Source: an optimization exercise on an open RTL-to-GDS flow (aim: small area, a short achievable clock period and few clock cycles per item). Production flows keep margins and buffers that such runs may drop. In this exercise RTL edits were held to simulation tests only and were not proved equivalent to the original. Power is estimated from default activity; no workload was simulated.

## flow/design.v

```verilog
package pheapPkg;
    typedef struct packed {
        logic [16-1:0] key;     
        logic [16-1:0] value;
    } kvT;
    typedef enum logic [1:0] {
        IDLE,
        ENQ,
        DEQ,
        REPLACE
    } heapOpT;
    typedef struct packed {
        kvT                       kv;
        logic                     active;     
        logic [5-1:0] capacity;   
    } entryT;
    typedef struct packed {
        entryT left;
        entryT right;
    } entryPairT;
    typedef struct packed {
        logic                     valid;
        heapOpT                   op;
        kvT                       kv;
        logic [5-1:0] pos;    
    } levelCmdT;
    localparam int STAT_CNTW = 27;
    typedef struct packed {
        logic [STAT_CNTW-1:0] count;
        logic                 underflow;
        logic                 overflow;
        logic                 busy;
        logic                 full;
        logic                 empty;      
    } pqStatusT;
endpackage
`timescale 1ns/100ps
module pqRegs
(
    input  logic        clk,
    input  logic        rstN,
    input  logic        cyc,
    input  logic        stb,
    input  logic        we,
    input  logic [2:0]  adr,
    input  logic [31:0] datW,
    output logic        ack,
    output logic [31:0] datR,
    input  logic        rootReady,
    input  pheapPkg::kvT          head,
    input  logic        empty,
    input  logic        full,
    output pheapPkg::levelCmdT    rootCmd
);
    logic                   req;
    logic                   statusRd;
    logic                   ovfHit;
    logic                   unfHit;
    logic                   overflow;
    logic                   underflow;
    logic [5:0] count;
    pheapPkg::heapOpT                 nextOp;
    pheapPkg::pqStatusT               status;
    assign req      = cyc && stb && !ack && !rootCmd.valid && rootReady;
    assign statusRd = req && !we && (adr == 3'd4);
    assign ovfHit   = req && we && (adr == 3'd0) && full;
    assign unfHit   = req && we && (adr == 3'd1) && empty;
    always_comb begin
        nextOp = pheapPkg::IDLE;
        if (req && we) begin
            case (adr)
                3'd0:    nextOp = full  ? pheapPkg::IDLE : pheapPkg::ENQ;
                3'd1:     nextOp = empty ? pheapPkg::IDLE : pheapPkg::DEQ;
                3'd2: nextOp = empty ? pheapPkg::ENQ  : pheapPkg::REPLACE;   
                default:          nextOp = pheapPkg::IDLE;
            endcase
        end
    end
    always_comb begin
        status           = '0;
        status.count     = pheapPkg::STAT_CNTW'(count);
        status.underflow = underflow;
        status.overflow  = overflow;
        status.busy      = !rootReady;
        status.full      = full;
        status.empty     = empty;
    end
    always_ff @(posedge clk) begin
        rootCmd.op  <= nextOp;
        rootCmd.kv  <= pheapPkg::kvT'(datW);
        rootCmd.pos <= '0;                 
        if (!rstN) begin
            ack           <= 1'b0;
            rootCmd.valid <= 1'b0;
            count         <= '0;
            overflow      <= 1'b0;
            underflow     <= 1'b0;
        end else begin
            ack           <= req;
            rootCmd.valid <= (nextOp != pheapPkg::IDLE);
            if (nextOp == pheapPkg::ENQ) begin
                count <= count + 1'b1;
            end else if (nextOp == pheapPkg::DEQ) begin
                count <= count - 1'b1;
            end
            overflow  <= (overflow && !statusRd) || ovfHit;
            underflow <= (underflow && !statusRd) || unfHit;
        end
    end
    always_ff @(posedge clk) begin
        if (req && !we) begin
            case (adr)
                3'd3:   datR <= head;
                3'd4: datR <= status;
                default:         datR <= '0;
            endcase
        end
    end
endmodule
`timescale 1ns/100ps
module heapRoot
(
    input  logic                     clk,
    input  logic                     rstN,
    input  pheapPkg::levelCmdT                 rootCmd,
    output logic [5-1:0] pairAddr,
    input  pheapPkg::entryPairT                pairData,
    output pheapPkg::levelCmdT                 cmdOut,
    output logic                     rootReady,
    output pheapPkg::kvT                       head,
    output logic                     empty,
    output logic                     full
);
    localparam int POSW = 5;
    pheapPkg::levelCmdT cmdR;
    pheapPkg::levelCmdT fwd;
    pheapPkg::entryT    rootE;
    pheapPkg::entryT    rootNext;
    pheapPkg::entryT    child;
    logic     pickRight;
    logic     haveChild;
    always_ff @(posedge clk) begin
        cmdR <= rootCmd;
        if (!rstN) begin
            cmdR.valid <= 1'b0;
        end
    end
    assign pairAddr  = cmdR.pos;
    assign haveChild = pairData.left.active || pairData.right.active;
    assign pickRight = pairData.right.active &&
                       (!pairData.left.active || pairData.right.kv.key < pairData.left.kv.key);
    assign child     = pickRight ? pairData.right : pairData.left;
    always_comb begin
        rootNext  = rootE;
        fwd       = cmdR;              
        fwd.valid = 1'b0;
        fwd.pos   = {cmdR.pos[POSW-2:0], pickRight};
        if (cmdR.valid) begin
            case (cmdR.op)
                pheapPkg::ENQ: begin
                    rootNext.active   = 1'b1;
                    rootNext.capacity = rootE.capacity - 1'b1;
                    if (!rootE.active) begin
                        rootNext.kv = cmdR.kv;
                    end else begin
                        fwd.valid = 1'b1;
                        fwd.pos   = {cmdR.pos[POSW-2:0], pairData.left.capacity == '0};
                        if (cmdR.kv.key < rootE.kv.key) begin
                            rootNext.kv = cmdR.kv;
                            fwd.kv      = rootE.kv;    
                        end
                    end
                end
                pheapPkg::DEQ: begin
                    rootNext.capacity = rootE.capacity + 1'b1;
                    rootNext.active   = haveChild;
                    rootNext.kv       = child.kv;
                    fwd.valid         = haveChild;
                end
                pheapPkg::REPLACE: begin
                    if (haveChild && child.kv.key < cmdR.kv.key) begin
                        rootNext.kv = child.kv;
                        fwd.valid   = 1'b1;
                    end else begin
                        rootNext.kv = cmdR.kv;
                    end
                end
                default: fwd.valid = 1'b0;
            endcase
        end
    end
    always_ff @(posedge clk) begin
        cmdOut <= fwd;
        if (!rstN) begin
            cmdOut.valid   <= 1'b0;
            rootE.active   <= 1'b0;
            rootE.capacity <= '1;          
        end else if (cmdR.valid) begin
            rootE <= rootNext;
        end
    end
    assign rootReady = !cmdR.valid;
    assign head      = rootE.kv;
    assign empty     = !rootE.active;
    assign full      = (rootE.capacity == '0);
endmodule
`timescale 1ns/100ps
module heapLevel
#(
    parameter int LEVEL = 2
) (
    input  logic                     clk,
    input  logic                     rstN,
    input  pheapPkg::levelCmdT                 cmdIn,
    output pheapPkg::levelCmdT                 cmdOut,
    input  logic [5-1:0] upPairAddr,
    output pheapPkg::entryPairT                upPairData,
    output logic [5-1:0] pairAddr,
    input  pheapPkg::entryPairT                pairData,
    output logic                     levelBusy
);
    localparam int POSW  = 5;
    localparam int NODES = 1 << (LEVEL - 1);
    localparam int IDXW  = (LEVEL > 1) ? LEVEL - 1 : 1;
    localparam logic [POSW-1:0] CAP_INIT = POSW'((1 << (POSW - LEVEL + 1)) - 1);
    logic [NODES-1:0][16+16-1:0] nodeKv;    
    logic            [NODES-1:0] nodeAct;
    logic [NODES-1:0][POSW-1:0]  nodeCap;
    pheapPkg::levelCmdT        cmdR;
    pheapPkg::levelCmdT        fwd;
    pheapPkg::entryT           nodeCur;
    pheapPkg::entryT           nodeNext;
    pheapPkg::entryT           child;
    pheapPkg::entryPairT       kids;
    logic            pickRight;
    logic            haveChild;
    logic [IDXW-1:0] nodeIdx;
    logic [IDXW-1:0] leftIdx;
    logic [IDXW-1:0] rightIdx;
    assign leftIdx  = IDXW'({upPairAddr, 1'b0});    
    assign rightIdx = IDXW'({upPairAddr, 1'b1});
    assign upPairData.left  = {nodeKv[leftIdx], nodeAct[leftIdx], nodeCap[leftIdx]};
    assign upPairData.right = {nodeKv[rightIdx], nodeAct[rightIdx], nodeCap[rightIdx]};
    always_ff @(posedge clk) begin
        if (!rstN) begin
            nodeAct <= '0;
            nodeCap <= {NODES{CAP_INIT}};
        end else if (cmdR.valid) begin
            nodeAct[nodeIdx] <= nodeNext.active;
            nodeCap[nodeIdx] <= nodeNext.capacity;
        end
    end
    always_ff @(posedge clk) begin
        if (rstN && cmdR.valid) begin
            nodeKv[nodeIdx] <= nodeNext.kv;
        end
    end
    always_ff @(posedge clk) begin
        cmdR <= cmdIn;                  
        if (!rstN) begin
            cmdR.valid <= 1'b0;
        end
    end
    assign nodeIdx   = cmdR.pos[IDXW-1:0];
    assign nodeCur   = {nodeKv[nodeIdx], nodeAct[nodeIdx], nodeCap[nodeIdx]};
    assign pairAddr  = cmdR.pos;
    assign levelBusy = cmdIn.valid || cmdR.valid;
    assign haveChild = kids.left.active || kids.right.active;
    assign pickRight = kids.right.active &&
                       (!kids.left.active || kids.right.kv.key < kids.left.kv.key);
    assign child     = pickRight ? kids.right : kids.left;
    always_comb begin
        nodeNext  = nodeCur;
        fwd       = cmdR;
        fwd.valid = 1'b0;
        fwd.pos   = {cmdR.pos[POSW-2:0], pickRight};
        if (cmdR.valid) begin
            case (cmdR.op)
                pheapPkg::ENQ: begin
                    nodeNext.active   = 1'b1;
                    nodeNext.capacity = nodeCur.capacity - 1'b1;
                    if (!nodeCur.active) begin
                        nodeNext.kv = cmdR.kv;             
                    end else begin
                        fwd.valid = 1'b1;
                        fwd.pos   = {cmdR.pos[POSW-2:0], kids.left.capacity == '0};
                        if (cmdR.kv.key < nodeCur.kv.key) begin
                            nodeNext.kv = cmdR.kv;
                            fwd.kv      = nodeCur.kv;
                        end
                    end
                end
                pheapPkg::DEQ: begin
                    nodeNext.capacity = nodeCur.capacity + 1'b1;
                    nodeNext.active   = haveChild;
                    nodeNext.kv       = child.kv;
                    fwd.valid         = haveChild;
                end
                pheapPkg::REPLACE: begin
                    if (haveChild && child.kv.key < cmdR.kv.key) begin
                        nodeNext.kv = child.kv;
                        fwd.valid   = 1'b1;
                    end else begin
                        nodeNext.kv = cmdR.kv;
                    end
                end
                default: fwd.valid = 1'b0;
            endcase
        end
    end
    generate
        if (LEVEL == 5) begin : genBottom
            assign kids   = '0;           
            assign cmdOut = '0;
        end else begin : genInner
            assign kids = pairData;
            always_ff @(posedge clk) begin
                cmdOut <= fwd;
                if (!rstN) begin
                    cmdOut.valid <= 1'b0;
                end
            end
        end
    endgenerate
endmodule
`timescale 1ns/100ps
module pheapTop
(
    input  logic        clk,
    input  logic        rstN,
    input  logic        cyc,
    input  logic        stb,
    input  logic        we,
    input  logic [2:0]  adr,
    input  logic [31:0] datW,
    output logic        ack,
    output logic [31:0] datR
);
    pheapPkg::levelCmdT                 rootCmd;
    localparam int CMDW  = 1 + 2 + 16 + 16 + 5;         
    localparam int PAIRW = 2 * (16 + 16 + 1 + 5);  
    logic [5-1:1][CMDW-1:0]          cmdChain;    
    logic [5-1:1][5-1:0] pairAddrs;   
    logic [5:2][PAIRW-1:0]           pairDatas;   
    logic [5:2]                      levelBusy;
    pheapPkg::kvT                       head;
    logic                     empty;
    logic                     full;
    logic                     rootReady;
    logic                     heapReady;
    assign heapReady = rootReady && !levelBusy[2];    
    pqRegs uRegs (
        .clk, .rstN, .cyc, .stb, .we, .adr, .datW, .ack, .datR,
        .rootReady(heapReady), .head, .empty, .full, .rootCmd
    );
    heapRoot uRoot (
        .clk, .rstN, .rootCmd, .pairAddr(pairAddrs[1]), .pairData(pairDatas[2]),
        .cmdOut(cmdChain[1]), .rootReady, .head, .empty, .full
    );
    for (genvar lv = 2; lv <= 5; lv++) begin : genLevel
        if (lv < 5) begin : genMid
            heapLevel #(.LEVEL(lv)) uLevel (
                .clk, .rstN, .cmdIn(cmdChain[lv-1]), .cmdOut(cmdChain[lv]),
                .upPairAddr(pairAddrs[lv-1]), .upPairData(pairDatas[lv]),
                .pairAddr(pairAddrs[lv]), .pairData(pairDatas[lv+1]),
                .levelBusy(levelBusy[lv])
            );
        end else begin : genLast
            heapLevel #(.LEVEL(lv)) uLevel (
                .clk, .rstN, .cmdIn(cmdChain[lv-1]), .cmdOut(),
                .upPairAddr(pairAddrs[lv-1]), .upPairData(pairDatas[lv]),
                .pairAddr(), .pairData(),
                .levelBusy(levelBusy[lv])
            );
        end
    end
endmodule
```

## flow/run.sh

```bash
#!/bin/bash
# synth_recipe.tcl (not shown) runs the flow's synth.tcl, then flattens the netlist and writes it again
# the make line also repeats each setting of config.mk as NAME=value (left out here)
make -C /OpenROAD-flow-scripts/flow DESIGN_CONFIG=/design/flow/config.mk WORK_HOME=/design/flow/orfs CLKGATE_MAP_FILE= SYNTH_SCRIPT=/design/flow/synth_recipe.tcl finish
```

## flow/config.mk

```make
export PLATFORM = sky130hd
export DESIGN_NAME = pheapTop
export DESIGN_NICKNAME = pheapTop
export VERILOG_FILES = /design/flow/design.v
export SDC_FILE = /design/flow/constraint.sdc
export NUM_CORES = 4
export LEC_CHECK = 0
export CAP_MARGIN = 20
export CORE_MARGIN = 2
export CORE_UTILIZATION = 45
export PLACE_DENSITY = 0.65
export SLEW_MARGIN = 20
```

## flow/constraint.sdc

```tcl
create_clock -name core_clock -period 8.0 [get_ports {clk}]
set_input_delay 1.6000 -clock core_clock [delete_from_list [all_inputs] [get_ports {clk}]]
set_output_delay 1.6000 -clock core_clock [all_outputs]
set_load 0.01 [all_outputs]
```

==> run summary <==
critical path: cells and delay by family (launching register included):
kind	cells	cell delay, ns
adder cells (fa/ha/maj)	2	0.49
multiplexers	3	1.24
AO/OA/AOI/OAI	7	3.02
flip-flops	1	0.65
AND/OR/NAND/NOR	5	0.93
buffers and inverters	3	0.87
metal layers:
metal	wire length, microns	global-route usage	vias up
met5	51	0	-
met4	16900	0.145	8
met3	42600	0.0865	988
met2	132000	0.444	5303
met1	118000	0.410	35300
li1	-	-	30400
power by group through the flow:
stage	Sequential (mW)	Combinational, mW	Clock (mW)
2_1_floorplan	8.92	0.173	0
3_3_place_gp	8.99	0.235	0
3_5_place_dp	8.99	0.241	0
4_1_cts	8.81	0.244	8.90
5_1_grt	8.82	0.272	9.20
6_report	8.82	0.247	8.84
state kept, by name (all words and copies together) (netlist names), 38 cells and up, named ones only:
signal and cells:
uRoot.rootE 38, genLevel.genLast.uLevel.cmdR 39, genLevel.genLast.uLevel.nodeCap 80, genLevel.genMid.uLevel.cmdOut 114, genLevel.genMid.uLevel.cmdR 111, genLevel.genMid.uLevel.nodeKv 384, genLevel.genLast.uLevel.nodeKv 512, genLevel.genMid.uLevel.nodeCap 60
cells by family after synthesis:
family,Yosys count
AO/OA/AOI/OAI,2119
XOR/XNOR,29
adder cells (fa/ha/maj),257
buffers and inverters,1010
flip-flops,1588
multiplexers,884
AND/OR/NAND/NOR,2123
final timing paths:
check | end | slack, ns | cells after the start
max | genLevel[4].genMid.uLevel.cmdOut[39] | 0.55 | 20
min | genLevel[3].genMid.uLevel.cmdR[38] | 0.31 | 0
max reg2reg | genLevel[4].genMid.uLevel.cmdOut[39] | 0.55 | 20
min reg2reg | genLevel[3].genMid.uLevel.cmdR[38] | 0.31 | 0
per-stage QoR:
step	utilization	setup slack (ns)	total power [mW]
after global routing	0.504	0.321	18.3
after detailed placement	0.471	0.748	9.23
after global placement	0.471	0.997	9.23
after floorplan	-	1.36	9.10
after CTS	0.504	0.708	18.0
final	0.504	0.550	17.9
cells in the mapped netlist, drive strengths merged, types with 15 or more instances:
cell / n
and3: 34
nand2: 1071
o2bb2ai: 31
mux4: 405
mux2: 106
a31oi: 51
mux2i: 373
nor2b: 109
nand3: 106
a221o: 280
and2: 231
a21o: 51
dfxtp: 564
nand4b: 16
nand4: 40
nor4: 21
a32o: 19
nor2: 344
a22oi: 119
o31ai: 18
a211oi: 40
ha: 251
clkbuf: 447
edfxtp: 1024
or4: 17
xnor2: 15
nor3: 76
o21a: 29
inv: 384
a21oi: 290
a221oi: 29
buf: 178
o221ai: 272
o22ai: 179
o21ai: 568
o211ai: 68
area by class of cell:
cell class / instances / share of cell area
Multi-Input combinational cell: 5412 / 0.434
Sequential cell: 1588 / 0.428
Clock buffer: 236 / 0.0511
Tap cell: 2624 / 0.0334
Timing Repair Buffer: 279 / 0.0258
Inverter: 385 / 0.0148
Clock inverter: 92 / 0.0129
Antenna cell: 3 / 0.0000764
==> results.py <==
metrics = {
    "run_status": {
        "outcome": "complete, no violations",
    },
    "sta": {
        "hold_ws_ns": 0.313,
        "fin_crit_sh": 0.931,
        "max_freq_ghz": 0.134,
        "finalCriticalPeriod_ns": 7.45,
        "skew_ns": 0.0609,
        "setup-tns-final_ns": 0,
        "timing_hold_violations_final": 0,
        "grt_setup_unrepaired": "false",
        "worst_pin_slew_ns": 1.26,
        "max-slew-margin-rel": 0.158,
        "setup_viol": 0,
        "final_max_slew_viol_count": 0,
    },
    "critical_path": {
        "slowest_delay_ns": 0.94,
        "crit_arrival_ns": 8.10,
        "worstSetupStartpoint": "genLevel[4].genMid.uLevel.cmdR[0]",
        "cp.required_ns": 8.65,
        "cp-start-kind": "register",
        "path_cells": "buf_4 > mux4_2 > mux2i_1 > ha_1 > nand4_1 > nor4_1 > o21ai_0 > o211ai_2 > buf_4 > a211oi_1 > a21oi_1 > ha_1 > nand4_1 > o21ai_0 > nor3_1 > mux2_2 > o31a_1 > buf_4 > a222oi_1 > nor3_1",
        "critPathCaptureType": "register",
        "crit_fanout": 20,
        "reg2reg_from": "genLevel[4].genMid.uLevel.cmdR[0]",
        "cpMaxStageDelayCell": "a222oi_1",
        "crit_type": "register to register",
        "cpMostUsedCell": "buf_4",
    },
    "clock_network": {
        "cts_root_buffer": "clkbuf_16",
        "htreeDepth": 4,
        "cts.sinks": 1588,
        "cts_buffer_depth": 3,
        "cts_tree": "yes",
        "postCtsSetupBuffers": 0,
        "path_clk_slew_ns": 0.06,
        "clk-insertion-delay-late_ns": 0.87,
        "ctsResizeCount": 0,
        "ctsHoldBuffers": 0,
        "cts_buffers": 173,
    },
    "layout": {
        "final_cell_mix": "nand2_1, edfxtp_1, dfxtp_1",
        "final_cell_area_sq_um": 98300,
        "instances_no_fill": 10600,
        "nNetsFinal": 8136,
        "drive_above_1_share": 0.144,
        "fillCellCount": 17000,
        "ff_latch_area_sq_um": 42100,
        "multi_input_area_sq_um": 42600,
        "areaGrowthSynthToFinish_pct": 11.2,
        "layout_commonest_cell": "nand2_1",
    },
    "synth": {
        "async_reset_ff_frac": 0,
        "synth_top_area_frac": 0.348,
        "avgSynthCellArea_sq_um": 11.0,
        "synthSimpleGateAreaFrac": 0.109,
        "synthMuxAreaShare": 0.160,
        "synth_compound_area_frac": 0.170,
        "synth_edf_count": 1024,
        "synthCells": 8010,
        "synth_ff_type": "edfxtp_1",
        "synth.distinct_cells": 88,
        "yosys.area.top_type": "edfxtp_1",
        "netlist_area_sq_um": 88400,
        "synth_top_family_by_area": "compound AO/OA/AOI/OAI gates",
        "ys_ff_latch": 1588,
        "synth_warnings": 6,
        "syn-num-nets": 8307,
        "ys_seq_area_frac": 0.476,
        "synth.top_cells.by_area": "edfxtp_1, dfxtp_1, mux4_2",
        "synth-xor-area-share": 0.00287,
        "synth_fa_ha_area_frac": 0.0369,
    },
    "hold_path": {
        "hold_path_class": "register to register",
        "min-delay-start": "genLevel[2].genMid.uLevel.cmdOut[38]",
    },
    "route": {
        "routedWlPerCell_microns": 29.1,
        "drt_iter0_drc": 10700,
        "vias": 72000,
        "routed_wl_mm": 309,
        "first_pass_iters": 9,
        "ant_nets": 0,
        "drcViolationCount": 0,
        "vias_per_cell": 6.78,
    },
    "floorplanning": {
        "row_count": 162,
        "design.die.area_sq_um": 200000,
        "core_area_sq_um": 195000,
        "die_width_microns": 447,
        "die_h_microns": 447,
        "boundaryPins": 73,
        "start_util": 0.453,
    },
    "power_and_ir_drop": {
        "p_leak_nw": 35.0,
        "netSwitchingPower_mw": 3.89,
        "pwr-share-clk": 0.494,
        "pwr-share-seq": 0.493,
        "p_comb_frac": 0.014,
        "switching_share": 0.217,
        "vdd_drop_max_mv": 0.176,
        "power.density_nw_per_um2": 182,
        "p_int_mw": 14.0,
    },
    "placed_design": {
        "place_area_sq_um": 91900,
        "place_inst": 10300,
        "dp_hpwl_mm": 193,
        "place.gp.congestion": 0.903,
        "port_buffers": 72,
    },
    "global_route": {
        "grt_pass1_wl_mm": 455,
        "antenna_found_initial": 10,
        "grt_max_degree": 171,
        "grt-ovfl-total": 0,
        "grt_usage": 0.302,
        "grt_pass1_vias": 69200,
    },
    "run": {
        "drv_cap": 0,
    },
}
Testbench counts, summed over its fixed seeds: cycles 44,051, items 12,000.

re-timing with driven ports:
The results above use ideal ports. As a check the final layout listed here was re-extracted and re-timed, cells and wires unchanged.
Step 1 sets driving cells, clkbuf_16 on the clock port and buf_2 on the other inputs (assumed; they add their load-dependent delay and slew).
Step 2, shift: input delay + t, output delay - t, t = (earliest + latest rising clock arrival at the registers) / 2. This alone moves slack from input paths to output paths.
a / b / c = no drivers / after step 1 / after step 2; a / b = the first two.
shift t [ns]: 0.925
slack for setup (ns): 0.550 / 0.550 / 0.550
worst data-port slew with drivers (ns): 0.05
pins driven straight from the clock port: 1
After both steps this run still meets setup and hold. For this run, drivers alone change the setup slack by 0.000 ns; drivers and shift together by 0.000 ns.
